From an optimization exercise on the open Yosys and OpenROAD flow, aimed at small area and a short achievable clock period; shortcuts taken in it are not production practice. In this exercise RTL edits were held to simulation tests only and were not proved equivalent to the original. Power figures rest on the tool's default switching activity, not on a simulated workload.

File: flow/flow/run.sh
#!/bin/bash
# Standard ORFS layout (the standard.sh) with these changes:
#  - the small gate modules of the port-side TCDM window compare in
#    mem_route.sv are kept through technology mapping, so the compare
#    is mapped as the shallow tree the RTL spells out (the modules are
#    flattened again by the standard flow's synthesis script before the layout);
#  - the pins of each port-to-port path are kept next to each other;
#  - port buffers start as the smallest buffer (repair_timing upsizes
#    the ones on critical paths);
#  - CTS builds larger sink clusters without dummy loads.
set -euo pipefail
HERE=$(pwd)
export SYNTH_KEEP_MODULES="mr_xnor2 mr_inv mr_nand2 mr_nand3 mr_and3 mr_nor2"
export PRE_IO_PLACEMENT_TCL="$HERE/flow/io.tcl"
export BUFFER_PORTS_ARGS="-buffer_cell sky130_fd_sc_hd__buf_1"
export CTS_ARGS="-sink_clustering_enable -repair_clock_nets -dont_use_dummy_load -sink_clustering_size 24 -sink_clustering_max_diameter 150"
bash standard.sh > flow_make.log 2>&1
File: flow/flow/io.tcl
# Keep the pins of each port-to-port path next to each other
set_io_pin_constraint -group -order -pin_names {core_req_i[54] tcdm_base_i[17] core_req_i[55] tcdm_base_i[18] core_req_i[56] tcdm_base_i[19] core_req_i[57] tcdm_base_i[20] core_req_i[58] tcdm_base_i[21] core_req_i[59] tcdm_base_i[22] core_req_i[60] tcdm_base_i[23] tcdm_valid_o soc_valid_o core_ready_o core_valid_i tcdm_ready_i soc_ready_i core_req_i[61] tcdm_base_i[24] core_req_i[62] tcdm_base_i[25] core_req_i[63] tcdm_base_i[26] core_req_i[64] tcdm_base_i[27] core_req_i[65] tcdm_base_i[28] core_req_i[66] tcdm_base_i[29] core_req_i[67] tcdm_base_i[30] core_req_i[68] tcdm_base_i[31]}
set_io_pin_constraint -group -order -pin_names {tcdm_rsp_i[0] core_rsp_o[0] soc_rsp_i[0] tcdm_rsp_i[1] core_rsp_o[1] soc_rsp_i[1] tcdm_rsp_i[2] core_rsp_o[2] soc_rsp_i[2] tcdm_rsp_i[3] core_rsp_o[3] soc_rsp_i[3] tcdm_rsp_i[4] core_rsp_o[4] soc_rsp_i[4] tcdm_rsp_i[5] core_rsp_o[5] soc_rsp_i[5] tcdm_rsp_i[6] core_rsp_o[6] soc_rsp_i[6] tcdm_rsp_i[7] core_rsp_o[7] soc_rsp_i[7] tcdm_rsp_i[8] core_rsp_o[8] soc_rsp_i[8] tcdm_rsp_i[9] core_rsp_o[9] soc_rsp_i[9] tcdm_rsp_i[10] core_rsp_o[10] soc_rsp_i[10] tcdm_rsp_i[11] core_rsp_o[11] soc_rsp_i[11] tcdm_rsp_i[12] core_rsp_o[12] soc_rsp_i[12] tcdm_rsp_i[13] core_rsp_o[13] soc_rsp_i[13] tcdm_rsp_i[14] core_rsp_o[14] soc_rsp_i[14] tcdm_rsp_i[15] core_rsp_o[15] soc_rsp_i[15] tcdm_rsp_i[16] core_rsp_o[16] soc_rsp_i[16] tcdm_rsp_valid_i core_rsp_valid_o soc_rsp_valid_i tcdm_rsp_ready_o soc_rsp_ready_o tcdm_rsp_i[17] core_rsp_o[17] soc_rsp_i[17] tcdm_rsp_i[18] core_rsp_o[18] soc_rsp_i[18] tcdm_rsp_i[19] core_rsp_o[19] soc_rsp_i[19] tcdm_rsp_i[20] core_rsp_o[20] soc_rsp_i[20] tcdm_rsp_i[21] core_rsp_o[21] soc_rsp_i[21] tcdm_rsp_i[22] core_rsp_o[22] soc_rsp_i[22] tcdm_rsp_i[23] core_rsp_o[23] soc_rsp_i[23] tcdm_rsp_i[24] core_rsp_o[24] soc_rsp_i[24] tcdm_rsp_i[25] core_rsp_o[25] soc_rsp_i[25] tcdm_rsp_i[26] core_rsp_o[26] soc_rsp_i[26] tcdm_rsp_i[27] core_rsp_o[27] soc_rsp_i[27] tcdm_rsp_i[28] core_rsp_o[28] soc_rsp_i[28] tcdm_rsp_i[29] core_rsp_o[29] soc_rsp_i[29] tcdm_rsp_i[30] core_rsp_o[30] soc_rsp_i[30] tcdm_rsp_i[31] core_rsp_o[31] soc_rsp_i[31] tcdm_rsp_i[32] core_rsp_o[32] soc_rsp_i[32]}
set_io_pin_constraint -group -order -pin_names {fpu_rsp_valid_i fpu_rsp_ready_o acc_rsp_ready_i hive_rsp_ready_o hive_rsp_valid_i}
File: flow/standard.sh
#!/bin/bash
# synth_recipe.tcl (not shown) runs the flow's synth.tcl, then flattens the netlist and writes it again
# the make line also repeats each setting of config.mk as NAME=value (left out here)
make -C /OpenROAD-flow-scripts/flow DESIGN_CONFIG=/design/flow/config.mk WORK_HOME=/design/flow/orfs CLKGATE_MAP_FILE= SYNTH_SCRIPT=/design/flow/synth_recipe.tcl "${@:-finish}"
File: flow/config.mk
export PLATFORM = sky130hd
export DESIGN_NAME = core_complex_fabric
export DESIGN_NICKNAME = core_complex_fabric
export VERILOG_FILES = /design/flow/design.v
export SDC_FILE = /design/flow/constraint.sdc
export NUM_CORES = 4
export LEC_CHECK = 0
export ABC_AREA = 1
export CAP_MARGIN = 20
export CORE_MARGIN = 2
export CORE_UTILIZATION = 40
export SETUP_SLACK_MARGIN = 3.0
export SLEW_MARGIN = 20
File: flow/constraint.sdc
create_clock -name core_clock -period 6.0 [get_ports {clk_i}]
set_input_delay 1.2000 -clock core_clock [delete_from_list [all_inputs] [get_ports {clk_i}]]
set_output_delay 1.2000 -clock core_clock [all_outputs]
set_load 0.01 [all_outputs]
File: flow/design.v
`default_nettype none
package offload_pkg;
  typedef logic [31:0] data_t;
  typedef logic [31:0] addr_t;
  typedef logic [4:0]  acc_id_t;
  typedef logic [1:0]  acc_target_t;
  typedef logic [3:0]  strb_t;
  typedef logic [11:0] ssr_word_t;
  localparam acc_target_t TARGET_FPU  = 2'd0;
  localparam acc_target_t TARGET_HIVE = 2'd1;
  localparam acc_target_t TARGET_SSR  = 2'd2;
  localparam int unsigned NUM_TARGETS = 3;
  localparam int unsigned TGT_IDX_W   = $clog2(NUM_TARGETS);
  localparam int unsigned NUM_SSRS      = 3;
  localparam int unsigned NUM_SSR_REGS  = 8;
  localparam int unsigned SSR_DM_SEL_W  = $clog2(NUM_SSRS);
  localparam int unsigned SSR_REG_SEL_W = $clog2(NUM_SSR_REGS);
  localparam logic [31:0] SCFG_MASK    = 32'h0000_707f;
  localparam logic [31:0] SCFGRI_MATCH = 32'h0000_102b;
  localparam logic [31:0] SCFGWI_MATCH = 32'h0000_202b;
  localparam logic [31:0] SCFGR_MATCH  = 32'h0000_502b;
  localparam logic [31:0] SCFGW_MATCH  = 32'h0000_602b;
  localparam int unsigned TCDM_ADDR_WIDTH = 17;
  localparam addr_t       TCDM_MASK       = {32{1'b1}} << TCDM_ADDR_WIDTH;
  localparam int unsigned MEM_RSP_DEPTH   = 4;
  localparam int unsigned MEM_PTR_W       = $clog2(MEM_RSP_DEPTH);
  typedef struct packed {
    acc_target_t target;
    acc_id_t     id;
    data_t       data_op;
    data_t       data_arga;
    data_t       data_argb;
    data_t       data_argc;
  } acc_req_t;
  typedef struct packed {
    acc_id_t id;
    data_t   data;
    logic    error;
  } acc_rsp_t;
  localparam int unsigned ACC_RSP_W = 5 + 32 + 1;
  typedef struct packed {
    addr_t addr;
    data_t wdata;
    logic  write;
    strb_t strb;
  } mem_req_t;
  typedef struct packed {
    data_t rdata;
    logic  error;
  } mem_rsp_t;
  typedef enum logic {
    MEM_SOC  = 1'b0,
    MEM_TCDM = 1'b1
  } mem_port_t;
endpackage
`default_nettype wire
`timescale 1ns/1ps
`default_nettype none
module offload_req_stage
(
  input  logic                   clk_i,
  input  logic                   rst_ni,
  input  offload_pkg::acc_req_t  acc_req_i,
  input  logic                   acc_valid_i,
  output logic                   acc_ready_o,
  output offload_pkg::acc_req_t  tgt_req_o,
  output logic [offload_pkg::NUM_TARGETS-1:0] tgt_valid_o,
  input  logic [offload_pkg::NUM_TARGETS-1:0] tgt_ready_i,
  output logic                   ssr_write_o,
  output logic [4:0]             ssr_idx_o
);
  offload_pkg::acc_req_t h_data_q, t_data_q;
  logic [offload_pkg::NUM_TARGETS-1:0] h_tgt_q, t_tgt_q, in_tgt;
  logic       h_wr_q, t_wr_q, in_wr;
  logic [4:0] h_idx_q, t_idx_q, in_idx;
  logic       h_valid_q, full_q;
  logic       push, pop;
  logic       h_load_in, h_load_t, t_load;
  logic        is_rd_imm, is_wr_imm, is_rd_reg, is_wr_reg;
  logic [11:0] cfg_addr;
  logic        in_range;
  always_comb begin
    case (acc_req_i.target)
      offload_pkg::TARGET_HIVE: in_tgt = 3'b010;
      offload_pkg::TARGET_SSR:  in_tgt = 3'b100;
      default:                  in_tgt = 3'b001;
    endcase
  end
  assign is_rd_imm = (acc_req_i.data_op & offload_pkg::SCFG_MASK) == offload_pkg::SCFGRI_MATCH;
  assign is_wr_imm = (acc_req_i.data_op & offload_pkg::SCFG_MASK) == offload_pkg::SCFGWI_MATCH;
  assign is_rd_reg = (acc_req_i.data_op & offload_pkg::SCFG_MASK) == offload_pkg::SCFGR_MATCH;
  assign is_wr_reg = (acc_req_i.data_op & offload_pkg::SCFG_MASK) == offload_pkg::SCFGW_MATCH;
  assign in_wr     = is_wr_imm | is_wr_reg;
  always_comb begin
    if (is_rd_imm || is_wr_imm) begin
      cfg_addr = acc_req_i.data_op[31:20];
    end else if (is_rd_reg || is_wr_reg) begin
      cfg_addr = acc_req_i.data_argb[11:0];
    end else begin
      cfg_addr = '0;
    end
  end
  assign in_range = (cfg_addr[4:0] < 5'(offload_pkg::NUM_SSRS)) &&
                    (cfg_addr[11:5] < 7'(offload_pkg::NUM_SSR_REGS));
  assign in_idx   = in_range ? {cfg_addr[1:0], cfg_addr[7:5]} : 5'd31;
  assign acc_ready_o = ~full_q;
  assign push        = acc_valid_i & ~full_q;
  assign pop         = |(h_tgt_q & tgt_ready_i);
  assign h_load_in = push & (~h_valid_q | pop);
  assign h_load_t  = full_q & pop;
  assign t_load    = push & h_valid_q & ~pop;
  always_ff @(posedge clk_i) begin
    if (rst_ni) begin
      h_valid_q <= 1'b0;
      full_q    <= 1'b0;
      h_tgt_q   <= '0;
    end else begin
      if (h_load_in) begin
        h_valid_q <= 1'b1;
        h_tgt_q   <= in_tgt;
      end else if (h_load_t) begin
        h_valid_q <= 1'b1;
        h_tgt_q   <= t_tgt_q;
      end else if (pop) begin
        h_valid_q <= 1'b0;
        h_tgt_q   <= '0;
      end
      if (t_load) begin
        full_q <= 1'b1;
      end else if (pop) begin
        full_q <= 1'b0;
      end
    end
  end
  always_ff @(posedge clk_i) begin
    if (h_load_in || h_load_t) begin
      h_data_q <= full_q ? t_data_q : acc_req_i;
      h_wr_q   <= full_q ? t_wr_q   : in_wr;
      h_idx_q  <= full_q ? t_idx_q  : in_idx;
    end
    if (t_load) begin
      t_data_q <= acc_req_i;
      t_wr_q   <= in_wr;
      t_idx_q  <= in_idx;
      t_tgt_q  <= in_tgt;
    end
  end
  assign tgt_req_o   = h_data_q;
  assign tgt_valid_o = h_tgt_q;
  assign ssr_write_o = h_wr_q;
  assign ssr_idx_o   = h_idx_q;
endmodule
`default_nettype wire
`timescale 1ns/1ps
`default_nettype none
module ssr_cfg_unit
(
  input  logic     clk_i,
  input  logic     rst_ni,
  input  offload_pkg::acc_req_t req_i,
  input  logic     write_i,
  input  logic [4:0] idx_i,
  input  logic     valid_i,
  output logic     ready_o,
  output offload_pkg::acc_rsp_t rsp_o,
  output logic     rsp_valid_o,
  input  logic     rsp_ready_i
);
  localparam int unsigned NW = offload_pkg::NUM_SSRS*offload_pkg::NUM_SSR_REGS;
  logic [NW-1:0][31:0] cfg_q;
  logic [NW-1:0]       wr_q;
  logic [NW-1:0]       sel;
  offload_pkg::acc_rsp_t rsp_q;
  logic                rsp_valid_q;
  offload_pkg::data_t  rdata;
  logic                req_hs;
  always_comb begin
    for (int unsigned w = 0; w < NW; w++) begin
      sel[w] = idx_i == 5'(w);
    end
  end
  always_comb begin
    rdata = '0;
    for (int unsigned w = 0; w < NW; w++) begin
      rdata = rdata | (cfg_q[w] & {32{sel[w] & wr_q[w]}});
    end
  end
  assign ready_o = ~rsp_valid_q | rsp_ready_i;
  assign req_hs  = valid_i & ready_o;
  always_ff @(posedge clk_i) begin
    if (rst_ni) begin
      wr_q <= '0;
    end else begin
      for (int unsigned w = 0; w < NW; w++) begin
        if (req_hs && write_i && sel[w]) begin
          wr_q[w] <= 1'b1;
        end
      end
    end
  end
  always_ff @(posedge clk_i) begin
    for (int unsigned w = 0; w < NW; w++) begin
      if (req_hs && write_i && sel[w]) begin
        cfg_q[w] <= req_i.data_arga;
      end
    end
  end
  always_ff @(posedge clk_i) begin
    if (rst_ni) begin
      rsp_valid_q <= 1'b0;
    end else if (req_hs) begin
      rsp_valid_q <= 1'b1;
    end else if (rsp_ready_i) begin
      rsp_valid_q <= 1'b0;
    end
  end
  always_ff @(posedge clk_i) begin
    if (req_hs) begin
      rsp_q.id    <= write_i ? offload_pkg::acc_id_t'(0) : req_i.id;
      rsp_q.data  <= rdata;
      rsp_q.error <= 1'b0;
    end
  end
  assign rsp_o       = rsp_q;
  assign rsp_valid_o = rsp_valid_q;
endmodule
`default_nettype wire
`timescale 1ns/1ps
`default_nettype none
module offload_rsp_arbiter
(
  input  logic                              clk_i,
  input  logic                              rst_ni,
  input  logic [offload_pkg::NUM_TARGETS*offload_pkg::ACC_RSP_W-1:0] src_rsp_i,
  input  logic     [offload_pkg::NUM_TARGETS-1:0]        src_valid_i,
  output logic     [offload_pkg::NUM_TARGETS-1:0]        src_ready_o,
  output offload_pkg::acc_rsp_t                          rsp_o,
  output logic                              rsp_valid_o,
  input  logic                              rsp_ready_i
);
  localparam int unsigned W = offload_pkg::ACC_RSP_W;
  offload_pkg::acc_rsp_t rsp_q;
  logic       rsp_valid_q;
  logic [2:0] last_q;
  logic [2:0] v, gnt;
  logic       any_gnt;
  logic       load_en;
  assign v = src_valid_i;
  assign load_en = ~rsp_valid_q | rsp_ready_i;
  assign gnt[0] = v[0] & (last_q[2] | (last_q[1] & ~v[2]) | (last_q[0] & ~v[1] & ~v[2]));
  assign gnt[1] = v[1] & (last_q[0] | (last_q[2] & ~v[0]) | (last_q[1] & ~v[2] & ~v[0]));
  assign gnt[2] = v[2] & (last_q[1] | (last_q[0] & ~v[1]) | (last_q[2] & ~v[0] & ~v[1]));
  assign any_gnt = |v;
  assign src_ready_o = gnt & {3{load_en}};
  always_ff @(posedge clk_i) begin
    if (rst_ni) begin
      rsp_valid_q <= 1'b0;
      last_q      <= 3'b100;
    end else if (load_en) begin
      rsp_valid_q <= any_gnt;
      if (any_gnt) begin
        last_q <= gnt;
      end
    end
  end
  always_ff @(posedge clk_i) begin
    if (load_en && any_gnt) begin
      rsp_q <= ({W{gnt[0]}} & src_rsp_i[0*W +: W]) |
               ({W{gnt[1]}} & src_rsp_i[1*W +: W]) |
               ({W{gnt[2]}} & src_rsp_i[2*W +: W]);
    end
  end
  assign rsp_o       = rsp_q;
  assign rsp_valid_o = rsp_valid_q;
endmodule
`default_nettype wire
`timescale 1ns/1ps
`default_nettype none
module mem_route
(
  input  logic     clk_i,
  input  logic     rst_ni,
  input  offload_pkg::addr_t    tcdm_base_i,
  input  offload_pkg::mem_req_t core_req_i,
  input  logic     core_valid_i,
  output logic     core_ready_o,
  output offload_pkg::mem_rsp_t core_rsp_o,
  output logic     core_rsp_valid_o,
  output offload_pkg::mem_req_t tcdm_req_o,
  output logic     tcdm_valid_o,
  input  logic     tcdm_ready_i,
  input  offload_pkg::mem_rsp_t tcdm_rsp_i,
  input  logic     tcdm_rsp_valid_i,
  output logic     tcdm_rsp_ready_o,
  output offload_pkg::mem_req_t soc_req_o,
  output logic     soc_valid_o,
  input  logic     soc_ready_i,
  input  offload_pkg::mem_rsp_t soc_rsp_i,
  input  logic     soc_rsp_valid_i,
  output logic     soc_rsp_ready_o
);
  logic [3:0] port_q;
  logic [3:0] occ_q;        
  logic       head_tcdm_q, head_soc_q;
  logic [3:0] port_d;
  logic [3:0] occ_d;
  logic       is_tcdm, full;
  logic       push, pop;
  assign is_tcdm = core_req_i.addr[31:17] == tcdm_base_i[31:17];
  assign full    = occ_q[3];
  assign tcdm_req_o   = core_req_i;
  assign soc_req_o    = core_req_i;
  assign push         = core_valid_i & ~full & (is_tcdm ? tcdm_ready_i : soc_ready_i);
  logic [14:0] bit_eq;
  logic [4:0]  grp_ne;
  logic        eq01, eq23, eq4, win_eq, win_ne, rdy_t, rdy_s;
  logic        vld, nvld, tcdm_rdy, soc_rdy;
  assign vld      = core_valid_i & ~full;
  assign nvld     = ~vld;
  assign tcdm_rdy = tcdm_ready_i & ~full;
  assign soc_rdy  = soc_ready_i & ~full;
  for (genvar i = 0; i < 15; i++) begin : g_bit
    mr_xnor2 i_eq (.a_i(core_req_i.addr[17+i]), .b_i(tcdm_base_i[17+i]), .y_o(bit_eq[i]));
  end
  for (genvar g = 0; g < 5; g++) begin : g_grp
    mr_nand3 i_ne (.a_i(bit_eq[3*g]), .b_i(bit_eq[3*g+1]), .c_i(bit_eq[3*g+2]), .y_o(grp_ne[g]));
  end
  mr_nor2  i_eq01 (.a_i(grp_ne[0]), .b_i(grp_ne[1]), .y_o(eq01));
  mr_nor2  i_eq23 (.a_i(grp_ne[2]), .b_i(grp_ne[3]), .y_o(eq23));
  mr_inv   i_eq4  (.a_i(grp_ne[4]), .y_o(eq4));
  mr_nand3 i_ne   (.a_i(eq01), .b_i(eq23), .c_i(eq4), .y_o(win_ne));
  mr_and3  i_eq   (.a_i(eq01), .b_i(eq23), .c_i(eq4), .y_o(win_eq));
  mr_nor2  i_tcdm_valid (.a_i(win_ne), .b_i(nvld), .y_o(tcdm_valid_o));
  mr_nor2  i_soc_valid  (.a_i(win_eq), .b_i(nvld), .y_o(soc_valid_o));
  mr_nand2 i_rdy_t      (.a_i(win_eq), .b_i(tcdm_rdy), .y_o(rdy_t));
  mr_nand2 i_rdy_s      (.a_i(win_ne), .b_i(soc_rdy), .y_o(rdy_s));
  mr_nand2 i_core_ready (.a_i(rdy_t), .b_i(rdy_s), .y_o(core_ready_o));
  assign tcdm_rsp_ready_o = head_tcdm_q;
  assign soc_rsp_ready_o  = head_soc_q;
  assign core_rsp_valid_o = (tcdm_rsp_valid_i & head_tcdm_q) | (soc_rsp_valid_i & head_soc_q);
  assign core_rsp_o       = head_tcdm_q ? tcdm_rsp_i : soc_rsp_i;
  assign pop              = core_rsp_valid_o;
  always_comb begin
    logic [3:0] p, o;
    p = port_q;
    o = occ_q;
    if (pop) begin
      p = {1'b0, p[3:1]};
      o = {1'b0, o[3:1]};
    end
    if (push && !o[0])         p[0] = is_tcdm;
    if (push && o[0] && !o[1]) p[1] = is_tcdm;
    if (push && o[1] && !o[2]) p[2] = is_tcdm;
    if (push && o[2] && !o[3]) p[3] = is_tcdm;
    if (push) o = {o[2:0], 1'b1};
    port_d = p;
    occ_d  = o;
  end
  always_ff @(posedge clk_i) begin
    if (rst_ni) begin
      occ_q       <= '0;
      head_tcdm_q <= 1'b0;
      head_soc_q  <= 1'b0;
    end else begin
      occ_q       <= occ_d;
      head_tcdm_q <= occ_d[0] & port_d[0];
      head_soc_q  <= occ_d[0] & ~port_d[0];
    end
  end
  always_ff @(posedge clk_i) begin
    port_q <= port_d;
  end
endmodule
module mr_xnor2 (input logic a_i, input logic b_i, output logic y_o);
  assign y_o = ~(a_i ^ b_i);
endmodule
module mr_inv (input logic a_i, output logic y_o);
  assign y_o = ~a_i;
endmodule
module mr_nand2 (input logic a_i, input logic b_i, output logic y_o);
  assign y_o = ~(a_i & b_i);
endmodule
module mr_nand3 (input logic a_i, input logic b_i, input logic c_i, output logic y_o);
  assign y_o = ~(a_i & b_i & c_i);
endmodule
module mr_and3 (input logic a_i, input logic b_i, input logic c_i, output logic y_o);
  assign y_o = a_i & b_i & c_i;
endmodule
module mr_nor2 (input logic a_i, input logic b_i, output logic y_o);
  assign y_o = ~(a_i | b_i);
endmodule
`default_nettype wire
`timescale 1ns/1ps
`default_nettype none
module core_complex_fabric
(
  input  logic     clk_i,
  input  logic     rst_ni,
  input  offload_pkg::acc_req_t acc_req_i,
  input  logic     acc_valid_i,
  output logic     acc_ready_o,
  output offload_pkg::acc_rsp_t acc_rsp_o,
  output logic     acc_rsp_valid_o,
  input  logic     acc_rsp_ready_i,
  output offload_pkg::acc_req_t fpu_req_o,
  output logic     fpu_valid_o,
  input  logic     fpu_ready_i,
  input  offload_pkg::acc_rsp_t fpu_rsp_i,
  input  logic     fpu_rsp_valid_i,
  output logic     fpu_rsp_ready_o,
  output offload_pkg::acc_req_t hive_req_o,
  output logic     hive_valid_o,
  input  logic     hive_ready_i,
  input  offload_pkg::acc_rsp_t hive_rsp_i,
  input  logic     hive_rsp_valid_i,
  output logic     hive_rsp_ready_o,
  input  offload_pkg::addr_t    tcdm_base_i,
  input  offload_pkg::mem_req_t core_req_i,
  input  logic     core_valid_i,
  output logic     core_ready_o,
  output offload_pkg::mem_rsp_t core_rsp_o,
  output logic     core_rsp_valid_o,
  output offload_pkg::mem_req_t tcdm_req_o,
  output logic     tcdm_valid_o,
  input  logic     tcdm_ready_i,
  input  offload_pkg::mem_rsp_t tcdm_rsp_i,
  input  logic     tcdm_rsp_valid_i,
  output logic     tcdm_rsp_ready_o,
  output offload_pkg::mem_req_t soc_req_o,
  output logic     soc_valid_o,
  input  logic     soc_ready_i,
  input  offload_pkg::mem_rsp_t soc_rsp_i,
  input  logic     soc_rsp_valid_i,
  output logic     soc_rsp_ready_o
);
  offload_pkg::acc_req_t                   tgt_req;
  logic     [offload_pkg::NUM_TARGETS-1:0] tgt_valid, tgt_ready;
  offload_pkg::acc_rsp_t                   ssr_rsp;
  logic                       ssr_rsp_valid;
  logic [offload_pkg::NUM_TARGETS*offload_pkg::ACC_RSP_W-1:0] src_rsp;
  logic                       ssr_write;
  logic [4:0]                 ssr_idx;
  logic     [offload_pkg::NUM_TARGETS-1:0] src_valid, src_ready;
  offload_req_stage i_offload_req_stage (
    .clk_i       (clk_i),
    .rst_ni      (rst_ni),
    .acc_req_i   (acc_req_i),
    .acc_valid_i (acc_valid_i),
    .acc_ready_o (acc_ready_o),
    .tgt_req_o   (tgt_req),
    .tgt_valid_o (tgt_valid),
    .tgt_ready_i (tgt_ready),
    .ssr_write_o (ssr_write),
    .ssr_idx_o   (ssr_idx)
  );
  assign fpu_req_o    = tgt_req;
  assign hive_req_o   = tgt_req;
  assign fpu_valid_o  = tgt_valid[offload_pkg::TARGET_FPU];
  assign hive_valid_o = tgt_valid[offload_pkg::TARGET_HIVE];
  assign tgt_ready[offload_pkg::TARGET_FPU]  = fpu_ready_i;
  assign tgt_ready[offload_pkg::TARGET_HIVE] = hive_ready_i;
  ssr_cfg_unit i_ssr_cfg_unit (
    .clk_i       (clk_i),
    .rst_ni      (rst_ni),
    .req_i       (tgt_req),
    .write_i     (ssr_write),
    .idx_i       (ssr_idx),
    .valid_i     (tgt_valid[offload_pkg::TARGET_SSR]),
    .ready_o     (tgt_ready[offload_pkg::TARGET_SSR]),
    .rsp_o       (ssr_rsp),
    .rsp_valid_o (ssr_rsp_valid),
    .rsp_ready_i (src_ready[offload_pkg::TARGET_SSR])
  );
  assign src_rsp   = {ssr_rsp, hive_rsp_i, fpu_rsp_i};
  assign src_valid = {ssr_rsp_valid, hive_rsp_valid_i, fpu_rsp_valid_i};
  assign fpu_rsp_ready_o  = src_ready[offload_pkg::TARGET_FPU];
  assign hive_rsp_ready_o = src_ready[offload_pkg::TARGET_HIVE];
  offload_rsp_arbiter i_offload_rsp_arbiter (
    .clk_i       (clk_i),
    .rst_ni      (rst_ni),
    .src_rsp_i   (src_rsp),
    .src_valid_i (src_valid),
    .src_ready_o (src_ready),
    .rsp_o       (acc_rsp_o),
    .rsp_valid_o (acc_rsp_valid_o),
    .rsp_ready_i (acc_rsp_ready_i)
  );
  mem_route i_mem_route (
    .clk_i            (clk_i),
    .rst_ni           (rst_ni),
    .tcdm_base_i      (tcdm_base_i),
    .core_req_i       (core_req_i),
    .core_valid_i     (core_valid_i),
    .core_ready_o     (core_ready_o),
    .core_rsp_o       (core_rsp_o),
    .core_rsp_valid_o (core_rsp_valid_o),
    .tcdm_req_o       (tcdm_req_o),
    .tcdm_valid_o     (tcdm_valid_o),
    .tcdm_ready_i     (tcdm_ready_i),
    .tcdm_rsp_i       (tcdm_rsp_i),
    .tcdm_rsp_valid_i (tcdm_rsp_valid_i),
    .tcdm_rsp_ready_o (tcdm_rsp_ready_o),
    .soc_req_o        (soc_req_o),
    .soc_valid_o      (soc_valid_o),
    .soc_ready_i      (soc_ready_i),
    .soc_rsp_i        (soc_rsp_i),
    .soc_rsp_valid_i  (soc_rsp_valid_i),
    .soc_rsp_ready_o  (soc_rsp_ready_o)
  );
endmodule
`default_nettype wire
==> results_dict.tcl, run 1 <==
set metrics [dict create \
    wire_per_inst_um 25.2 \
    synthMuxAreaShare_pct 0.784 \
    grt_usage_pct 23.5 \
    worstSetupPathType "primary input to output pin" \
    synth_edf_count 1131 \
    dpl.hpwl_mm 87.7 \
    clk_pin_slew_ps 110 \
    die_area_um2 121000 \
    place_congestion 0.825 \
    antenna_found_initial 2 \
    power_density_nw_per_um2 281 \
    finalSetupViolCount 0 \
    hold_class "register to register" \
    status "complete, no violations" \
    ys_warn_count 4 \
    cp_max_fo 6 \
    slew_headroom_pct 30.3 \
    start_util_pct 40.2 \
    async_reset_ff_share_pct 0 \
    synth-compound-area-share_pct 3.86 \
    tns_ps 0 \
    nets 4691 \
    grt_pass1_vias 27405 \
    die_w_um 348 \
    power.leakage_nw 19.1 \
    grt_max_degree 101 \
    synth_top_family_by_area "simple AND/OR/NAND/NOR gates" \
    drv_slew 0 \
    clock.fmax_ghz 0.304 \
    cp_slowest_cell "nor2_4" \
    rows 126 \
    worst_pin_slew_ps 1040 \
    ys_seq_area_share_pct 73.4 \
    hold_viol 0 \
    syn_inst 3788 \
    grt_setup_unrepaired "yes" \
    fin_worst_skew_ps 92.5 \
    cts_sinks 1172 \
    cts_tree "done" \
    worst_path_most_repeated_cell "nand2_1" \
    synth_simple_gate_area_share_pct 14.2 \
    syn_area_per_cell_um2 12.5 \
    start_kind "primary input" \
    htree_num_levels 2 \
    synth_fa_ha_area_share_pct 0.0528 \
    period_share_pct 54.8 \
    drtPass1Iterations 6 \
    vias_per_cell 5.12 \
    crit_arrival_ps 2090 \
    syn_nets 4181 \
    area.growth.synth_to_final_pct 11.2 \
    crit_required_ps 4800 \
    synth-main-ff-cell "edfxtp_1" \
    clk_latency_ps 720 \
    drive_gt1_share_pct 9.24 \
    postRouteAntennaNets 0 \
    cts.root.buffer_cell "clkbuf_16" \
    crit_path_end_kind "output pin" \
    clockBufferDepth 3 \
    holdBufCountCts 0 \
    overflow 0 \
    numCtsBuffers 55 \
    core-area_um2 118000 \
    ioPinCount 882 \
    io_buffers 702 \
    synth_xor_area_share_pct 0.0185 \
    ys_ff_latch 1172 \
    cap_violations 0 \
    synth.cell_area_um2 47400 \
    die_height_um 348 \
    drc 0 \
    crit_chain "buf_8 -> inv_2 -> nand2_1 -> nand2_1 -> nand3_2 -> nor2_4 -> nand2_2 -> nor2_2 -> nand2_1 -> nand2_2 -> buf_6" \
    synth_cell_type_count 37 \
    grt_pass1_wl_mm 202 \
    cp_slowest_stage_delay_ps 130 \
    drt_iter0_markers 3222 \
    p_total_w 0.0148 \
    wl_mm 147 \
    vias 29862 \
    ir_worst_vdd_mv 0.293 \
    fin_crit_ps 3290 \
    final_core_utilization_pct 44.8 \
]
[per-module statistics from Yosys, one instance, submodules excluded]
| module | cells inside | cell area (um^2) | times used | flops+latches |
|---|---|---|---|---|
| mr_nand2 | 1 | 3.75 | 3 | 0 |
| mr_nor2 | 1 | 3.75 | 4 | 0 |
| mr_and3 | 3 | 13.8 | 1 | 0 |
| mr_nand3 | 1 | 5.00 | 6 | 0 |
| core_complex_fabric | 3696 | 47000 | 1 | 1172 |
| mr_xnor2 | 5 | 18.8 | 15 | 0 |
| mr_inv | 1 | 3.75 | 1 | 0 |
[cells in the final DEF, fill, tap and decap left out, drive strengths merged, types with 6 or more instances in the layout]
master	instances
o2111ai	13
a22o	88
dfxtp	41
nor4	8
nor2	190
nand4	53
o21ai	47
nor3	33
edfxtp	1131
nand3	124
inv	252
clkinvlp	24
a21oi	25
nand3b	6
mux2	33
o21a	14
a211oi	57
nand2	1245
buf	831
clkbuf	60
[sequential cells by signal (all words and copies together) (netlist names), 3 cells and up]
name / cells
i_offload_req_stage.t_data_q: 135
i_offload_req_stage.t_tgt_q: 3
i_offload_req_stage.h_tgt_q: 3
i_offload_rsp_arbiter.last_q: 3
i_ssr_cfg_unit.wr_q: 24
i_mem_route.port_q: 4
i_offload_rsp_arbiter.rsp_q: 38
i_ssr_cfg_unit.rsp_q: 37
i_offload_req_stage.h_idx_q: 5
i_mem_route.occ_q: 4
i_offload_req_stage.t_idx_q: 5
i_ssr_cfg_unit.cfg_q: 768
i_offload_req_stage.h_data_q: 135
[synth_stat cells (2+ instances only)]
cell type  count  area [um^2]
nor2_1       177          664
nor3_1        29          145
a21oi_1       25          125
or2_1          3         18.8
buf_2         56          280
mux2_2        33          372
nand3_1      117          586
or2_2          2         12.5
nand3b_1       6         45.0
edfxtp_1    1131        34000
dfxtp_1       41          821
a22o_1        88          771
inv_2         21         78.8
nand2_1     1240         4650
buf_1          8         30.0
o2111ai_1     13          114
buf_4        280         2100
nor4_1         8         50.1
a22oi_1        5         37.5
o21a_1        14          105
o21ai_0       46          230
nor2_4         3         33.8
ha_1           2         25.0
nor3_4         2         32.5
nand2_2        2         12.5
nor2_2         8         50.1
clkbuf_1      48          180
nand4_1       53          332
inv_1        256          961
nor3_2         2         20.0
a211oi_1      57          428
nand3_2        7         70.1
[report_power, final]
| part | internal (W) | leakage (nW) | switching [W] |
|---|---|---|---|
| Clock | 0.00163 | 0.678 | 0.00246 |
| Combinational | 0.000378 | 7.74 | 0.000899 |
| Sequential | 0.00932 | 10.7 | 0.000139 |
| Total | 0.0113 | 19.1 | 0.00350 |
[worst max-delay path: cells and delay by family]
family	cells	cell delay [ps]
and+or+nand+nor	8	640
buffers and inverters	3	250
[logic make-up (layout without fill, tap and decap cells)]
kind of cell,Yosys count,count (layout)
AO/OA/AOI/OAI,251,251
adder cells (fa/ha/maj),2,2
XOR/XNOR,1,1
AND/OR/NAND/NOR,1660,1665
flip-flops,1172,1172
multiplexers,33,33
buffers and inverters,669,1172
other,0,1
[per-layer routing]
| layer | global-route usage, % | vias to the layer above | wire [um] |
|---|---|---|---|
| met4 | 5.34 | 0 | 3510 |
| li1 | - | 13683 | - |
| met2 | 40.3 | 1543 | 72200 |
| met3 | 4.58 | 148 | 14300 |
| met5 | 0.200 | - | 0 |
| met1 | 30.7 | 14488 | 57000 |
[cell type report]
cell class                 count  area (um^2)
antenna                        1         2.50
timing repair inverter         4         30.0
clock buffer                  55         1380
timing repair buffer         836         4160
tap                         1536         1920
multi-input combinational   1952         9250
fill                       10627        65100
inverter                     277         1180
sequential                  1172        34800
[final timing paths]
kind,from,endpoint,slack (ps),cells after the start
worst max-delay path,core_req_i[56],core_ready_o,2710,11
worst min-delay path,i_ssr_cfg_unit.wr_q[15],i_ssr_cfg_unit.wr_q[15],480,1
worst min register to register,i_ssr_cfg_unit.wr_q[15],i_ssr_cfg_unit.wr_q[15],480,1
worst max register to register,i_offload_req_stage.h_idx_q[3],i_ssr_cfg_unit.rsp_q[15],3020,7
[repair_timing]
item | in CTS | in global routing
setup endpoints to repair | 800 | 451
buffers inserted | 47 | 21
resized for setup | 132 | 82
gates cloned | 7 | 3
pin swaps | 24 | 28
[metrics by stage]
step,cells,worst slack [ps],hold WS (ps),instance area (um^2)
after floorplan,3788,1640,436,47500
after global placement,5697,1700,447,50000
after detailed placement,5699,1670,454,50100
after CTS,5808,2710,478,52300
after global routing,5832,2650,485,52700
final,5833,2710,479,52700
==> run 2, diff against run 1 <==
--- a/flow/design.v
+++ b/flow/design.v
@@ -133,12 +133,12 @@
     end
   end
   always_ff @(posedge clk_i) begin
-    if (h_load_in || h_load_t) begin
+    if (!h_valid_q || pop) begin
       h_data_q <= full_q ? t_data_q : acc_req_i;
       h_wr_q   <= full_q ? t_wr_q   : in_wr;
       h_idx_q  <= full_q ? t_idx_q  : in_idx;
     end
-    if (t_load) begin
+    if (!full_q) begin
       t_data_q <= acc_req_i;
       t_wr_q   <= in_wr;
       t_idx_q  <= in_idx;
@@ -215,7 +215,7 @@
     end
   end
   always_ff @(posedge clk_i) begin
-    if (req_hs) begin
+    if (ready_o) begin
       rsp_q.id    <= write_i ? offload_pkg::acc_id_t'(0) : req_i.id;
       rsp_q.data  <= rdata;
       rsp_q.error <= 1'b0;
@@ -264,7 +264,7 @@
     end
   end
   always_ff @(posedge clk_i) begin
-    if (load_en && any_gnt) begin
+    if (load_en) begin
       rsp_q <= ({W{gnt[0]}} & src_rsp_i[0*W +: W]) |
                ({W{gnt[1]}} & src_rsp_i[1*W +: W]) |
                ({W{gnt[2]}} & src_rsp_i[2*W +: W]);
@@ -313,7 +313,7 @@
   assign push         = core_valid_i & ~full & (is_tcdm ? tcdm_ready_i : soc_ready_i);
   logic [14:0] bit_eq;
   logic [4:0]  grp_ne;
-  logic        eq01, eq23, eq4, win_eq, win_ne, rdy_t, rdy_s;
+  logic        eq01, eq23, eq4, eq4v, win_ne, rdy_t, rdy_s;
   logic        vld, nvld, tcdm_rdy, soc_rdy;
   assign vld      = core_valid_i & ~full;
   assign nvld     = ~vld;
@@ -325,14 +325,14 @@
   for (genvar g = 0; g < 5; g++) begin : g_grp
     mr_nand3 i_ne (.a_i(bit_eq[3*g]), .b_i(bit_eq[3*g+1]), .c_i(bit_eq[3*g+2]), .y_o(grp_ne[g]));
   end
-  mr_nor2  i_eq01 (.a_i(grp_ne[0]), .b_i(grp_ne[1]), .y_o(eq01));
-  mr_nor2  i_eq23 (.a_i(grp_ne[2]), .b_i(grp_ne[3]), .y_o(eq23));
-  mr_inv   i_eq4  (.a_i(grp_ne[4]), .y_o(eq4));
-  mr_nand3 i_ne   (.a_i(eq01), .b_i(eq23), .c_i(eq4), .y_o(win_ne));
-  mr_and3  i_eq   (.a_i(eq01), .b_i(eq23), .c_i(eq4), .y_o(win_eq));
-  mr_nor2  i_tcdm_valid (.a_i(win_ne), .b_i(nvld), .y_o(tcdm_valid_o));
-  mr_nor2  i_soc_valid  (.a_i(win_eq), .b_i(nvld), .y_o(soc_valid_o));
-  mr_nand2 i_rdy_t      (.a_i(win_eq), .b_i(tcdm_rdy), .y_o(rdy_t));
+  mr_nor2  i_eq01  (.a_i(grp_ne[0]), .b_i(grp_ne[1]), .y_o(eq01));
+  mr_nor2  i_eq23  (.a_i(grp_ne[2]), .b_i(grp_ne[3]), .y_o(eq23));
+  mr_inv   i_eq4   (.a_i(grp_ne[4]), .y_o(eq4));
+  mr_nor2  i_eq4v  (.a_i(grp_ne[4]), .b_i(nvld), .y_o(eq4v));
+  mr_nand3 i_ne    (.a_i(eq01), .b_i(eq23), .c_i(eq4), .y_o(win_ne));
+  mr_and3  i_tcdm_valid (.a_i(eq01), .b_i(eq23), .c_i(eq4v), .y_o(tcdm_valid_o));
+  mr_and2  i_soc_valid  (.a_i(win_ne), .b_i(vld), .y_o(soc_valid_o));
+  mr_nand4 i_rdy_t      (.a_i(eq01), .b_i(eq23), .c_i(eq4), .d_i(tcdm_rdy), .y_o(rdy_t));
   mr_nand2 i_rdy_s      (.a_i(win_ne), .b_i(soc_rdy), .y_o(rdy_s));
   mr_nand2 i_core_ready (.a_i(rdy_t), .b_i(rdy_s), .y_o(core_ready_o));
   assign tcdm_rsp_ready_o = head_tcdm_q;
@@ -386,6 +386,12 @@
 module mr_and3 (input logic a_i, input logic b_i, input logic c_i, output logic y_o);
   assign y_o = a_i & b_i & c_i;
 endmodule
+module mr_and2 (input logic a_i, input logic b_i, output logic y_o);
+  assign y_o = a_i & b_i;
+endmodule
+module mr_nand4 (input logic a_i, input logic b_i, input logic c_i, input logic d_i, output logic y_o);
+  assign y_o = ~(a_i & b_i & c_i & d_i);
+endmodule
 module mr_nor2 (input logic a_i, input logic b_i, output logic y_o);
   assign y_o = ~(a_i | b_i);
 endmodule
--- a/flow/flow/run.sh
+++ b/flow/flow/run.sh
@@ -10,7 +10,7 @@
 #  - CTS builds larger sink clusters without dummy loads.
 set -euo pipefail
 HERE=$(pwd)
-export SYNTH_KEEP_MODULES="mr_xnor2 mr_inv mr_nand2 mr_nand3 mr_and3 mr_nor2"
+export SYNTH_KEEP_MODULES="mr_xnor2 mr_inv mr_nand2 mr_nand3 mr_nand4 mr_and2 mr_and3 mr_nor2"
 export PRE_IO_PLACEMENT_TCL="$HERE/flow/io.tcl"
 export BUFFER_PORTS_ARGS="-buffer_cell sky130_fd_sc_hd__buf_1"
 export CTS_ARGS="-sink_clustering_enable -repair_clock_nets -dont_use_dummy_load -sink_clustering_size 24 -sink_clustering_max_diameter 150"
==> results_dict.tcl, run 2 <==
set metrics [dict create \
    die_area_um2 118000 \
    antenna_found_initial 5 \
    syn_nets 4219 \
    async_reset_ff_share_pct 0 \
    ys_warn_count 4 \
    tns_ps 0 \
    drv_slew 0 \
    numCtsBuffers 54 \
    yosysMostFrequentCell "nand2_1" \
    synth.top_cell.area_share_pct 64.6 \
    drtPass1Iterations 5 \
    postRouteAntennaNets 0 \
    vias 29572 \
    yosysTopAreaCell "edfxtp_1" \
    cts_tree "done" \
    ys_ff_latch 1172 \
    die_w_um 343 \
    reg2reg_depth 11 \
    start_util_pct 40.3 \
    finalSetupViolCount 0 \
    ys_seq_area_share_pct 72.5 \
    cts_sinks 1172 \
    syn_inst 3826 \
    power.leakage_nw 18.8 \
    synth_cell_type_count 48 \
    slew_headroom_pct 31.8 \
    cap_violations 0 \
    wl_mm 142 \
    fin_crit_ps 3290 \
    area.growth.synth_to_final_pct 10.9 \
    syn_area_per_cell_um2 12.0 \
    clock.fmax_ghz 0.304 \
    crit_path_end_kind "output pin" \
    dpl.hpwl_mm 87.4 \
    hold_class "register to register" \
    top_register "i_ssr_cfg_unit.cfg_q" \
    clk_pin_slew_ps 90 \
    fin_ws_ps 2710 \
    dp_slack_ps 1760 \
    cts.root.buffer_cell "clkbuf_16" \
    yosys-top-cells-count "nand2_1, edfxtp_1, buf_4, inv_1, dfxtp_1" \
    period_share_pct 54.9 \
    core-area_um2 114000 \
    synth_edf_count 990 \
    die_height_um 343 \
    synth-main-ff-cell "edfxtp_1" \
    htree_num_levels 2 \
    drt_iter0_markers 3070 \
    fin_worst_skew_ps 103 \
    place_congestion 0.835 \
    grt_usage_pct 23.1 \
    crit_required_ps 4800 \
    worstSetupPathType "primary input to output pin" \
    top_regs "i_ssr_cfg_unit.cfg_q x768, i_offload_req_stage.h_data_q x135, i_offload_req_stage.t_data_q x135" \
    grt_pass1_vias 26967 \
    ioPinCount 882 \
    drc 0 \
    clockBufferDepth 3 \
    p_total_w 0.0150 \
    min_path_cells 2 \
    wire_per_inst_um 24.5 \
    nets 4701 \
    hold_viol 0 \
    whs_ps 456 \
    overflow 0 \
    synthTopCellsByArea "edfxtp_1, nand2_1, dfxtp_1" \
    holdBufCountCts 0 \
    ir_worst_vdd_mv 0.234 \
    drive_gt1_share_pct 8.71 \
    worst_pin_slew_ps 1020 \
    layout_common_cells "nand2_1, edfxtp_1, buf_1" \
    largest_reg_flops 768 \
    power_density_nw_per_um2 294 \
    final_common_cell "nand2_1" \
    rows 124 \
    status "complete, no violations" \
    clk_latency_ps 730 \
    grt_setup_unrepaired "yes" \
    vias_per_cell 5.08 \
    synth.cell_area_um2 46000 \
    crit_arrival_ps 2090 \
    io_buffers 702 \
    grt_pass1_wl_mm 194 \
    cp_max_fo 5 \
    start_kind "primary input" \
    grt_max_degree 80 \
]
## run 2: cell count changes after synthesis, moves of 47 or more
cell	delta
a211oi_1	-47
a22o_1	-48
dfxtp_1	+141
edfxtp_1	-141
inv_1	-73
nand2_1	+104
nand4_1	+54
## run 2: final timing paths
kind / start / end / slack [ps]
min reg2reg: i_offload_req_stage.t_data_q[14] / i_offload_req_stage.t_data_q[14] / 460
min: i_offload_req_stage.t_data_q[14] / i_offload_req_stage.t_data_q[14] / 460
max reg2reg: i_offload_req_stage.h_idx_q[1] / i_ssr_cfg_unit.rsp_q[17] / 3140
max: core_req_i[63] / core_ready_o / 2710
## run 2: cell type report
type / count / area, um^2
fillers: 10548 / 63100
flip-flops and latches: 1172 / 33400
multi-input cells: 2045 / 9530
repair buffers: 824 / 4030
well taps: 1512 / 1890
clock buffers: 54 / 1350
inverters: 211 / 856
diodes: 1 / 2.50
## run 2: kinds of logic (layout without fill, tap and decap cells)
kind of cell | Yosys count | count (layout) | share of synthesized area (%)
flops | 1172 | 1172 | 72.5
fa+ha+maj | 2 | 2 | 0.0543
simple gates | 1829 | 1833 | 16.4
xor+xnor | 1 | 1 | 0.0190
compound gates | 176 | 176 | 2.61
other cells | 0 | 1 | 0
mux | 33 | 33 | 0.807
buf+inv | 613 | 1089 | 7.63
## run 2: through the flow
step,cells,util (%),instance area (um^2)
floorplan,3826,-,46200
global placement,5705,42.6,48600
detailed placement,5705,42.6,48600
CTS,5805,44.5,50800
global route,5818,44.7,51000
finish,5819,44.7,51000
## run 2: power breakdown
part           internal, W  total [W]  switching (W)
Combinational     0.000422    0.00143        0.00101
Sequential         0.00933    0.00955       0.000229
Clock              0.00161    0.00404        0.00243
Total               0.0114     0.0150        0.00367
## run 2: per-module statistics from Yosys, one instance, submodules excluded, excerpt
module	flip-flops and latches	cells inside
mr_nand2	0	1
mr_nand3	0	1
mr_and2	0	2
mr_inv	0	1
mr_nand4	0	5
core_complex_fabric	1172	3729
mr_and3	0	3
mr_xnor2	0	5
## run 2: per-layer routing
metal / GRT usage (%) / part of all wire [%] / wire length, um / vias up
met5: 0.601 / 0.037 / 52 / -
met4: 5.19 / 2.3 / 3340 / 2
met3: 4.14 / 9.3 / 13300 / 161
met2: 39.0 / 48 / 68500 / 1535
met1: 31.3 / 40 / 57300 / 14270
li1: - / - / - / 13604
## run 2: repair_timing
action,4_1_cts,5_1_grt
endpoints found under the setup margin,402,375
resized for setup,139,50
setup buffers,42,10
gates cloned,4,3
pin swaps,34,24
## run 2: critical path, stage by stage
cell and delay, ps:
buf_8 100, inv_2 40, nand2_1 50, nand2_1 70
nand3_2 100, nor2_4 170, nand3_2 100, nand2_1 70
nand2_1 60, buf_6 120
==> run 3, diff against run 2 <==
--- a/flow/design.v
+++ b/flow/design.v
@@ -234,6 +234,7 @@
   input  logic [offload_pkg::NUM_TARGETS*offload_pkg::ACC_RSP_W-1:0] src_rsp_i,
   input  logic     [offload_pkg::NUM_TARGETS-1:0]        src_valid_i,
   output logic     [offload_pkg::NUM_TARGETS-1:0]        src_ready_o,
+  output logic     [1:0]                                 port_ready_o,
   output offload_pkg::acc_rsp_t                          rsp_o,
   output logic                              rsp_valid_o,
   input  logic                              rsp_ready_i
@@ -252,6 +253,15 @@
   assign gnt[2] = v[2] & (last_q[1] | (last_q[0] & ~v[1]) | (last_q[2] & ~v[0] & ~v[1]));
   assign any_gnt = |v;
   assign src_ready_o = gnt & {3{load_en}};
+  logic [1:0] pr_a, pr_b;
+  assign pr_a[0] = last_q[2] | (last_q[1] & ~v[2]);
+  assign pr_b[0] = last_q[0] & ~v[2];
+  assign pr_a[1] = last_q[0];
+  assign pr_b[1] = last_q[2] | (last_q[1] & ~v[2]);
+  ar_ready i_fpu_ready  (.nvld_i(~rsp_valid_q), .rdy_i(rsp_ready_i), .a_i(pr_a[0]), .b_i(pr_b[0]),
+                         .v_i(v[1]), .y_o(port_ready_o[0]));
+  ar_ready i_hive_ready (.nvld_i(~rsp_valid_q), .rdy_i(rsp_ready_i), .a_i(pr_a[1]), .b_i(pr_b[1]),
+                         .v_i(v[0]), .y_o(port_ready_o[1]));
   always_ff @(posedge clk_i) begin
     if (rst_ni) begin
       rsp_valid_q <= 1'b0;
@@ -273,6 +283,17 @@
   assign rsp_o       = rsp_q;
   assign rsp_valid_o = rsp_valid_q;
 endmodule
+module ar_ready
+(
+  input  logic nvld_i,
+  input  logic rdy_i,
+  input  logic a_i,
+  input  logic b_i,
+  input  logic v_i,
+  output logic y_o
+);
+  assign y_o = (nvld_i | rdy_i) & (a_i | (b_i & ~v_i));
+endmodule
 `default_nettype wire
 `timescale 1ns/1ps
 `default_nettype none
@@ -337,9 +358,10 @@
   mr_nand2 i_core_ready (.a_i(rdy_t), .b_i(rdy_s), .y_o(core_ready_o));
   assign tcdm_rsp_ready_o = head_tcdm_q;
   assign soc_rsp_ready_o  = head_soc_q;
-  assign core_rsp_valid_o = (tcdm_rsp_valid_i & head_tcdm_q) | (soc_rsp_valid_i & head_soc_q);
   assign core_rsp_o       = head_tcdm_q ? tcdm_rsp_i : soc_rsp_i;
-  assign pop              = core_rsp_valid_o;
+  assign pop              = (tcdm_rsp_valid_i & head_tcdm_q) | (soc_rsp_valid_i & head_soc_q);
+  mr_a22o i_core_rsp_valid (.a1_i(tcdm_rsp_valid_i), .a2_i(head_tcdm_q), .b1_i(soc_rsp_valid_i),
+                            .b2_i(head_soc_q), .y_o(core_rsp_valid_o));
   always_comb begin
     logic [3:0] p, o;
     p = port_q;
@@ -392,6 +414,10 @@
 module mr_nand4 (input logic a_i, input logic b_i, input logic c_i, input logic d_i, output logic y_o);
   assign y_o = ~(a_i & b_i & c_i & d_i);
 endmodule
+module mr_a22o (input logic a1_i, input logic a2_i, input logic b1_i, input logic b2_i,
+                output logic y_o);
+  assign y_o = (a1_i & a2_i) | (b1_i & b2_i);
+endmodule
 module mr_nor2 (input logic a_i, input logic b_i, output logic y_o);
   assign y_o = ~(a_i | b_i);
 endmodule
@@ -445,6 +471,7 @@
   logic                       ssr_rsp_valid;
   logic [offload_pkg::NUM_TARGETS*offload_pkg::ACC_RSP_W-1:0] src_rsp;
   logic                       ssr_write;
+  logic [1:0]                 port_ready;
   logic [4:0]                 ssr_idx;
   logic     [offload_pkg::NUM_TARGETS-1:0] src_valid, src_ready;
   offload_req_stage i_offload_req_stage (
@@ -479,14 +506,15 @@
   );
   assign src_rsp   = {ssr_rsp, hive_rsp_i, fpu_rsp_i};
   assign src_valid = {ssr_rsp_valid, hive_rsp_valid_i, fpu_rsp_valid_i};
-  assign fpu_rsp_ready_o  = src_ready[offload_pkg::TARGET_FPU];
-  assign hive_rsp_ready_o = src_ready[offload_pkg::TARGET_HIVE];
+  assign fpu_rsp_ready_o  = port_ready[0];
+  assign hive_rsp_ready_o = port_ready[1];
   offload_rsp_arbiter i_offload_rsp_arbiter (
     .clk_i       (clk_i),
     .rst_ni      (rst_ni),
     .src_rsp_i   (src_rsp),
     .src_valid_i (src_valid),
     .src_ready_o (src_ready),
+    .port_ready_o(port_ready),
     .rsp_o       (acc_rsp_o),
     .rsp_valid_o (acc_rsp_valid_o),
     .rsp_ready_i (acc_rsp_ready_i)
--- a/flow/flow/run.sh
+++ b/flow/flow/run.sh
@@ -10,7 +10,7 @@
 #  - CTS builds larger sink clusters without dummy loads.
 set -euo pipefail
 HERE=$(pwd)
-export SYNTH_KEEP_MODULES="mr_xnor2 mr_inv mr_nand2 mr_nand3 mr_nand4 mr_and2 mr_and3 mr_nor2"
+export SYNTH_KEEP_MODULES="mr_xnor2 mr_inv mr_nand2 mr_nand3 mr_nand4 mr_and2 mr_and3 mr_nor2 mr_a22o ar_ready"
 export PRE_IO_PLACEMENT_TCL="$HERE/flow/io.tcl"
 export BUFFER_PORTS_ARGS="-buffer_cell sky130_fd_sc_hd__buf_1"
 export CTS_ARGS="-sink_clustering_enable -repair_clock_nets -dont_use_dummy_load -sink_clustering_size 24 -sink_clustering_max_diameter 150"
--- a/flow/config.mk
+++ b/flow/config.mk
@@ -5,7 +5,7 @@
 export SDC_FILE = /design/flow/constraint.sdc
 export NUM_CORES = 4
 export LEC_CHECK = 0
-export ABC_AREA = 1
+export ABC_AREA = 0
 export CAP_MARGIN = 20
 export CORE_MARGIN = 2
 export CORE_UTILIZATION = 40
==> results_dict.tcl, run 3 <==
set metrics [dict create \
    status "complete, no violations" \
    syn_nets 3068 \
    ir_worst_vdd_mv 0.230 \
    syn_inst 2675 \
    ys_warn_count 4 \
    whs_ps 466 \
    power_density_nw_per_um2 301 \
    wire_per_inst_um 33.0 \
    vias 26693 \
    rr_startpoint "i_offload_req_stage.h_idx_q[3]" \
    clockBufferDepth 3 \
    cts_tree "done" \
    async_reset_ff_share_pct 0 \
    clock.fmax_ghz 0.301 \
    worstSetupPathType "primary input to output pin" \
    top_register "i_ssr_cfg_unit.cfg_q" \
    hold_viol 0 \
    synth-main-ff-cell "edfxtp_1" \
    cts.root.buffer_cell "clkbuf_16" \
    rows 121 \
    clk_pin_slew_ps 90 \
    die_height_um 336 \
    nets 3566 \
    synth_cell_type_count 65 \
    slew_headroom_pct 27.3 \
    final_cells 4655 \
    crit_arrival_ps 2120 \
    cts_sinks 1172 \
    ys_ff_latch 1172 \
    cap_violations 0 \
    synth.top_cell.area_share_pct 67.3 \
    die_area_um2 113000 \
    top_regs "i_ssr_cfg_unit.cfg_q x768, i_offload_req_stage.h_data_q x135, i_offload_req_stage.t_data_q x135" \
    final_common_cell "edfxtp_1" \
    layout_common_cells "edfxtp_1, buf_1, a22oi_1" \
    cp_max_fo 3 \
    antenna_found_initial 15 \
    hold_start "i_ssr_cfg_unit.wr_q[18]" \
    yosys-top-cells-count "edfxtp_1, a22oi_1, buf_4, dfxtp_1, mux2_2" \
    yosysMostFrequentCell "edfxtp_1" \
    drt_iter0_markers 3354 \
    fillers 9672 \
    crit_path_end_kind "output pin" \
    synth_edf_count 990 \
    holdBufCountCts 0 \
    start_util_pct 40.4 \
    vias_per_cell 5.73 \
    drv_slew 0 \
    drc 0 \
    area.growth.synth_to_final_pct 12.0 \
    grt_pass1_wl_mm 202 \
    fin_crit_ps 3320 \
    grt_setup_unrepaired "yes" \
    synthTopCellsByArea "edfxtp_1, dfxtp_1, a22oi_1" \
    synth.cell_area_um2 44200 \
    grt_max_degree 146 \
    numCtsBuffers 54 \
    syn_area_per_cell_um2 16.5 \
    regToRegSetupSlack_ps 3100 \
    largest_reg_flops 768 \
    start_kind "primary input" \
    htree_num_levels 2 \
    place_congestion 0.915 \
    reg2reg_depth 8 \
    placedCellCount 4499 \
    tns_ps 0 \
    ioPinCount 882 \
    dpl.hpwl_mm 94.5 \
    yosysTopAreaCell "edfxtp_1" \
    hold_end "i_ssr_cfg_unit.wr_q[18]" \
    die_w_um 336 \
    grt_usage_pct 26.1 \
    grt_pass1_vias 24288 \
    drive_gt1_share_pct 16.7 \
    overflow 0 \
    drtPass1Iterations 8 \
    crit_required_ps 4800 \
    fin_ws_ps 2680 \
    min_path_cells 2 \
    dp_slack_ps 1980 \
    core-area_um2 109000 \
    postRouteAntennaNets 0 \
    fin_worst_skew_ps 108 \
    multiInputGateArea_um2 8440 \
    worstReg2RegEnd "i_ssr_cfg_unit.rsp_q[31]" \
    worst_pin_slew_ps 1090 \
    period_share_pct 55.4 \
    wl_mm 154 \
    ys_seq_area_share_pct 75.5 \
    hold_class "register to register" \
    power.leakage_nw 16.1 \
    clk_latency_ps 720 \
    finalSetupViolCount 0 \
    io_buffers 702 \
    seq_area_um2 33400 \
]
==> run 3: cell types whose count changed in the layout (fill, tap and decap cells not counted), moves of 37 or more <==
cell      before  now
a222oi_1       0   37
a22oi_1       10  323
inv_1        155   50
inv_2         39    2
mux2_2        33  165
nand2_1     1338   22
nand3_1      126    9
nor2_1       144   64
==> run 3: area by class of cell <==
type / count / area share, %
diodes: 8 / 0.0405
inverters: 53 / 0.410
multi-input cells: 1040 / 17.1
clock buffers: 54 / 2.73
repair buffers: 852 / 8.57
flip-flops and latches: 1172 / 67.5
well taps: 1476 / 3.73
==> run 3: per-stage QoR <==
| stage | total power, W | cell area, um^2 | utilization, % |
|---|---|---|---|
| after floorplan | 0.0105 | 44500 | - |
| after global placement | 0.0108 | 46700 | 42.8 |
| after detailed placement | 0.0109 | 46800 | 42.8 |
| after CTS | 0.0149 | 49000 | 44.8 |
| after global routing | 0.0153 | 49500 | 45.3 |
| final | 0.0149 | 49500 | 45.3 |
==> run 3: modules after synthesis (local to each module, per instance) <==
module	copies in the design	area, um^2
mr_xnor2	15	8.76
mr_and2	1	6.26
mr_nand3	6	5.00
mr_nor2	3	3.75
core_complex_fabric	1	43900
mr_nand4	1	6.26
mr_a22o	1	8.76
ar_ready	2	22.5
mr_and3	1	6.26
mr_inv	1	3.75
mr_nand2	2	3.75
==> run 3: power breakdown <==
| group | internal (W) | total [W] | switching [W] |
|---|---|---|---|
| logic | 0.000445 | 0.00132 | 0.000871 |
| registers | 0.00929 | 0.00954 | 0.000249 |
| clock network | 0.00161 | 0.00401 | 0.00240 |
==> run 3: critical path, stage by stage <==
cell     delay [ps]
buf_4           140
xnor2_4         140
nand3_2         100
nor2_4          150
nand3_2         100
and2_4          170
buf_6           110
==> run 3: worst max-delay path by stage <==
stage	start	end	slack, ps	cells after the start
finish	tcdm_base_i[25]	soc_valid_o	2680	7
global route	tcdm_base_i[19]	core_ready_o	2620	8
CTS	core_req_i[64]	soc_valid_o	2700	7
detailed placement	fpu_rsp_valid_i	i_ssr_cfg_unit.cfg_q[600]	1980	7
global placement	fpu_rsp_valid_i	i_ssr_cfg_unit.cfg_q[600]	2020	7
floorplan	acc_rsp_ready_i	i_offload_req_stage.h_data_q[0]	-1980	4
==> run 3: logic make-up (layout without fill, tap and decap cells) <==
| group | count (synthesis) | count (layout) | synth area share, % |
|---|---|---|---|
| simple gates | 319 | 322 | 4.05 |
| fa+ha+maj | 2 | 2 | 0.0566 |
| xor+xnor | 31 | 31 | 0.614 |
| flops | 1172 | 1172 | 75.5 |
| compound gates | 517 | 517 | 8.92 |
| other cells | 0 | 8 | 0 |
| mux | 168 | 168 | 4.27 |
| buf+inv | 466 | 959 | 6.60 |
==> run 3: routing by layer <==
metal	GRT usage, %	up-vias	part of all wire (%)
met5	0.511	-	0.026
met4	12.7	4	5.6
met3	8.12	259	12
met2	41.1	1680	46
met1	32.6	13596	36
li1	-	11154	-
==> run 3: repair_timing <==
item                       4_1_cts  5_1_grt
pin swaps                       35       24
gates resized for setup        106       54
cloned                           3        1
setup buffers                   67       23
setup endpoints to repair      478      126
==> run 4, diff against run 3 <==
--- a/flow/design.v
+++ b/flow/design.v
@@ -352,7 +352,7 @@
   mr_nor2  i_eq4v  (.a_i(grp_ne[4]), .b_i(nvld), .y_o(eq4v));
   mr_nand3 i_ne    (.a_i(eq01), .b_i(eq23), .c_i(eq4), .y_o(win_ne));
   mr_and3  i_tcdm_valid (.a_i(eq01), .b_i(eq23), .c_i(eq4v), .y_o(tcdm_valid_o));
-  mr_and2  i_soc_valid  (.a_i(win_ne), .b_i(vld), .y_o(soc_valid_o));
+  mr_a31oi i_soc_valid  (.a1_i(eq01), .a2_i(eq23), .a3_i(eq4), .b1_i(nvld), .y_o(soc_valid_o));
   mr_nand4 i_rdy_t      (.a_i(eq01), .b_i(eq23), .c_i(eq4), .d_i(tcdm_rdy), .y_o(rdy_t));
   mr_nand2 i_rdy_s      (.a_i(win_ne), .b_i(soc_rdy), .y_o(rdy_s));
   mr_nand2 i_core_ready (.a_i(rdy_t), .b_i(rdy_s), .y_o(core_ready_o));
@@ -408,9 +408,6 @@
 module mr_and3 (input logic a_i, input logic b_i, input logic c_i, output logic y_o);
   assign y_o = a_i & b_i & c_i;
 endmodule
-module mr_and2 (input logic a_i, input logic b_i, output logic y_o);
-  assign y_o = a_i & b_i;
-endmodule
 module mr_nand4 (input logic a_i, input logic b_i, input logic c_i, input logic d_i, output logic y_o);
   assign y_o = ~(a_i & b_i & c_i & d_i);
 endmodule
@@ -418,6 +415,10 @@
                 output logic y_o);
   assign y_o = (a1_i & a2_i) | (b1_i & b2_i);
 endmodule
+module mr_a31oi (input logic a1_i, input logic a2_i, input logic a3_i, input logic b1_i,
+                 output logic y_o);
+  assign y_o = ~((a1_i & a2_i & a3_i) | b1_i);
+endmodule
 module mr_nor2 (input logic a_i, input logic b_i, output logic y_o);
   assign y_o = ~(a_i | b_i);
 endmodule
--- a/flow/flow/run.sh
+++ b/flow/flow/run.sh
@@ -10,7 +10,7 @@
 #  - CTS builds larger sink clusters without dummy loads.
 set -euo pipefail
 HERE=$(pwd)
-export SYNTH_KEEP_MODULES="mr_xnor2 mr_inv mr_nand2 mr_nand3 mr_nand4 mr_and2 mr_and3 mr_nor2 mr_a22o ar_ready"
+export SYNTH_KEEP_MODULES="mr_xnor2 mr_inv mr_nand2 mr_nand3 mr_nand4 mr_and3 mr_nor2 mr_a22o mr_a31oi ar_ready"
 export PRE_IO_PLACEMENT_TCL="$HERE/flow/io.tcl"
 export BUFFER_PORTS_ARGS="-buffer_cell sky130_fd_sc_hd__buf_1"
 export CTS_ARGS="-sink_clustering_enable -repair_clock_nets -dont_use_dummy_load -sink_clustering_size 24 -sink_clustering_max_diameter 150"
==> results_dict.tcl, run 4 <==
set metrics [dict create \
    fillers 9616 \
    clk_latency_ps 730 \
    ir_worst_vdd_mv 0.275 \
    yosys-top-cells-count "edfxtp_1, a22oi_1, buf_4, dfxtp_1, mux2_2" \
    final_core_utilization_pct 45.3 \
    die_w_um 336 \
    p_total_w 0.0149 \
    power_density_nw_per_um2 301 \
    synth.cell_area_um2 44200 \
    period_share_pct 55.7 \
    die_area_um2 113000 \
    hold_viol 0 \
    fin_crit_ps 3340 \
    crit_chain "buf_6 -> xnor2_2 -> nand3_1 -> nor2_2 -> nand3_1 -> nand2_1 -> nand2_1 -> buf_2" \
    core-area_um2 109000 \
    grt_max_degree 129 \
    drive_gt1_share_pct 17.0 \
    rows 121 \
    grt_usage_pct 26.2 \
    syn_area_per_cell_um2 16.5 \
    overflow 0 \
    crit_required_ps 4800 \
    drt_iter0_markers 3493 \
    syn_nets 3068 \
    critPathLaunch "core_req_i[58]" \
    htree_num_levels 2 \
    area.growth.synth_to_final_pct 11.9 \
    synth_edf_count 990 \
    regToRegSetupSlack_ps 2980 \
    clk_pin_slew_ps 100 \
    fin_worst_skew_ps 106 \
    layout_common_cells "edfxtp_1, buf_1, a22oi_1" \
    synthTopCellsByArea "edfxtp_1, dfxtp_1, a22oi_1" \
    ioPinCount 882 \
    worst_pin_slew_ps 1040 \
    rr_startpoint "i_offload_req_stage.h_idx_q[0]" \
    ys_seq_area_share_pct 75.5 \
    vias 26560 \
    worstSetupPathType "primary input to output pin" \
    postRouteAntennaNets 0 \
    cp_max_fo 4 \
    start_util_pct 40.5 \
    io_buffers 702 \
    top_regs "i_ssr_cfg_unit.cfg_q x768, i_offload_req_stage.h_data_q x135, i_offload_req_stage.t_data_q x135" \
    grt_pass1_wl_mm 203 \
    cp_slowest_stage_delay_ps 190 \
    drtPass1Iterations 6 \
    synth-main-ff-cell "edfxtp_1" \
    cp_slowest_cell "nor2_2" \
    clock.fmax_ghz 0.299 \
    final_common_cell "edfxtp_1" \
    hold_class "register to register" \
    clockBufferDepth 3 \
    finalSetupViolCount 0 \
    crit_path_end_kind "output pin" \
    drc 0 \
    largest_reg_flops 768 \
    ys_warn_count 4 \
    syn_inst 2675 \
    yosysTopAreaCell "edfxtp_1" \
    top_register "i_ssr_cfg_unit.cfg_q" \
    dpl.hpwl_mm 94.8 \
    ys_ff_latch 1172 \
    cts.root.buffer_cell "clkbuf_16" \
    wire_per_inst_um 33.0 \
    drv_slew 0 \
    nets 3579 \
    synth.top_cell.area_share_pct 67.3 \
    status "complete, no violations" \
    wl_mm 154 \
    cts_sinks 1172 \
]
[run 4: changes by cell type after synthesis, sizes merged]
cell / delta
clkbuf: -7
nand4: -2
buf: +7
a31oi: +1
nand3: +2
and2b: +1
and2: -1
nor2b: -1
nor2: -2
or3: +2
[run 4: modules after synthesis (local to each module, per instance), a selection]
module	copies in the design	flops+latches	cells	area, um^2
mr_a22o	1	0	1	8.76
mr_and3	1	0	1	6.26
core_complex_fabric	1	1172	2640	43900
mr_nand3	6	0	1	5.00
mr_nor2	3	0	1	3.75
mr_xnor2	15	0	1	8.76
[run 4: per-stage QoR]
stage | setup slack [ps] | instance area, um^2 | cells | TNS [ps] | hold WS [ps]
2_1_floorplan | -1980 | 44400 | 2675 | -283650 | 417
3_3_place_gp | 2010 | 46700 | 4500 | 0 | 438
3_5_place_dp | 2000 | 46800 | 4502 | 0 | 445
4_1_cts | 2690 | 49000 | 4625 | 0 | 466
5_1_grt | 2640 | 49400 | 4661 | 0 | 492
6_report | 2660 | 49400 | 4667 | 0 | 464
[run 4: cells by family (layout without fill, tap and decap cells)]
kind of cell	Yosys count	after routing	share of synthesized area, %
muxes	168	168	4.27
buffers and inverters	466	968	6.51
xor gates and xnor gates	31	31	0.615
DFF	1172	1172	75.5
AOI/OAI and AO/OA	518	518	8.96
adders and majority gates	2	2	0.0566
and+or+nand+nor	318	325	4.03
other	0	7	0
[run 4: critical path, delay by kind of cell]
| family | cells | cell delay (ps) |
|---|---|---|
| xor+xnor | 1 | 140 |
| buf+inv | 2 | 250 |
| simple gates | 5 | 530 |
[run 4: final cells by class]
type / instances / area [um^2] / area share [%]
diodes: 7 / 17.5 / 0.0354
multi-input cells: 1044 / 8420 / 17.0
inverters: 53 / 203 / 0.410
flip-flops and latches: 1172 / 33400 / 67.5
well taps: 1476 / 1850 / 3.74
clock buffers: 54 / 1350 / 2.73
repair buffers: 861 / 4220 / 8.53
[run 4: worst min-delay path by stage]
stage / startpoint / to / slack, ps / depth (start not counted)
final: i_offload_req_stage.t_idx_q[4] / i_offload_req_stage.t_idx_q[4] / 460 / 1
after global routing: i_offload_req_stage.t_idx_q[4] / i_offload_req_stage.t_idx_q[4] / 490 / 1
after CTS: i_ssr_cfg_unit.wr_q[20] / i_ssr_cfg_unit.wr_q[20] / 470 / 2
after detailed placement: i_ssr_cfg_unit.wr_q[20] / i_ssr_cfg_unit.wr_q[20] / 450 / 2
after global placement: i_ssr_cfg_unit.wr_q[1] / i_ssr_cfg_unit.wr_q[1] / 440 / 2
after floorplan: i_offload_req_stage.t_wr_q / i_offload_req_stage.t_wr_q / 420 / 2
[run 4: timing repair]
item	CTS	global route
setup endpoints to repair	372	125
hold buffers	0	0
buffers inserted	63	33
gates resized for setup	85	46
pin swaps	30	20
gates cloned	6	2
[run 4: power by group]
group	internal [W]	switching [W]
Combinational	0.000432	0.000863
Sequential	0.00929	0.000241
Clock	0.00161	0.00244
Total	0.0113	0.00354
[run 4: per-layer routing]
layer / global-route usage [%] / part of all wire [%] / vias to the layer above
met5: 0 / 0.022 / -
met4: 13.7 / 6.0 / 6
met3: 7.46 / 11 / 244
met2: 41.4 / 46 / 1629
met1: 32.8 / 37 / 13500
li1: - / - / 11181

Setup slack of run 4, layout unchanged: 2.659 ns with ideal ports, 2.626 ns with driving cells assumed (clock clkbuf_16, inputs buf_2), 2.285 ns with port delays also shifted by the 0.752 ns mid clock arrival.
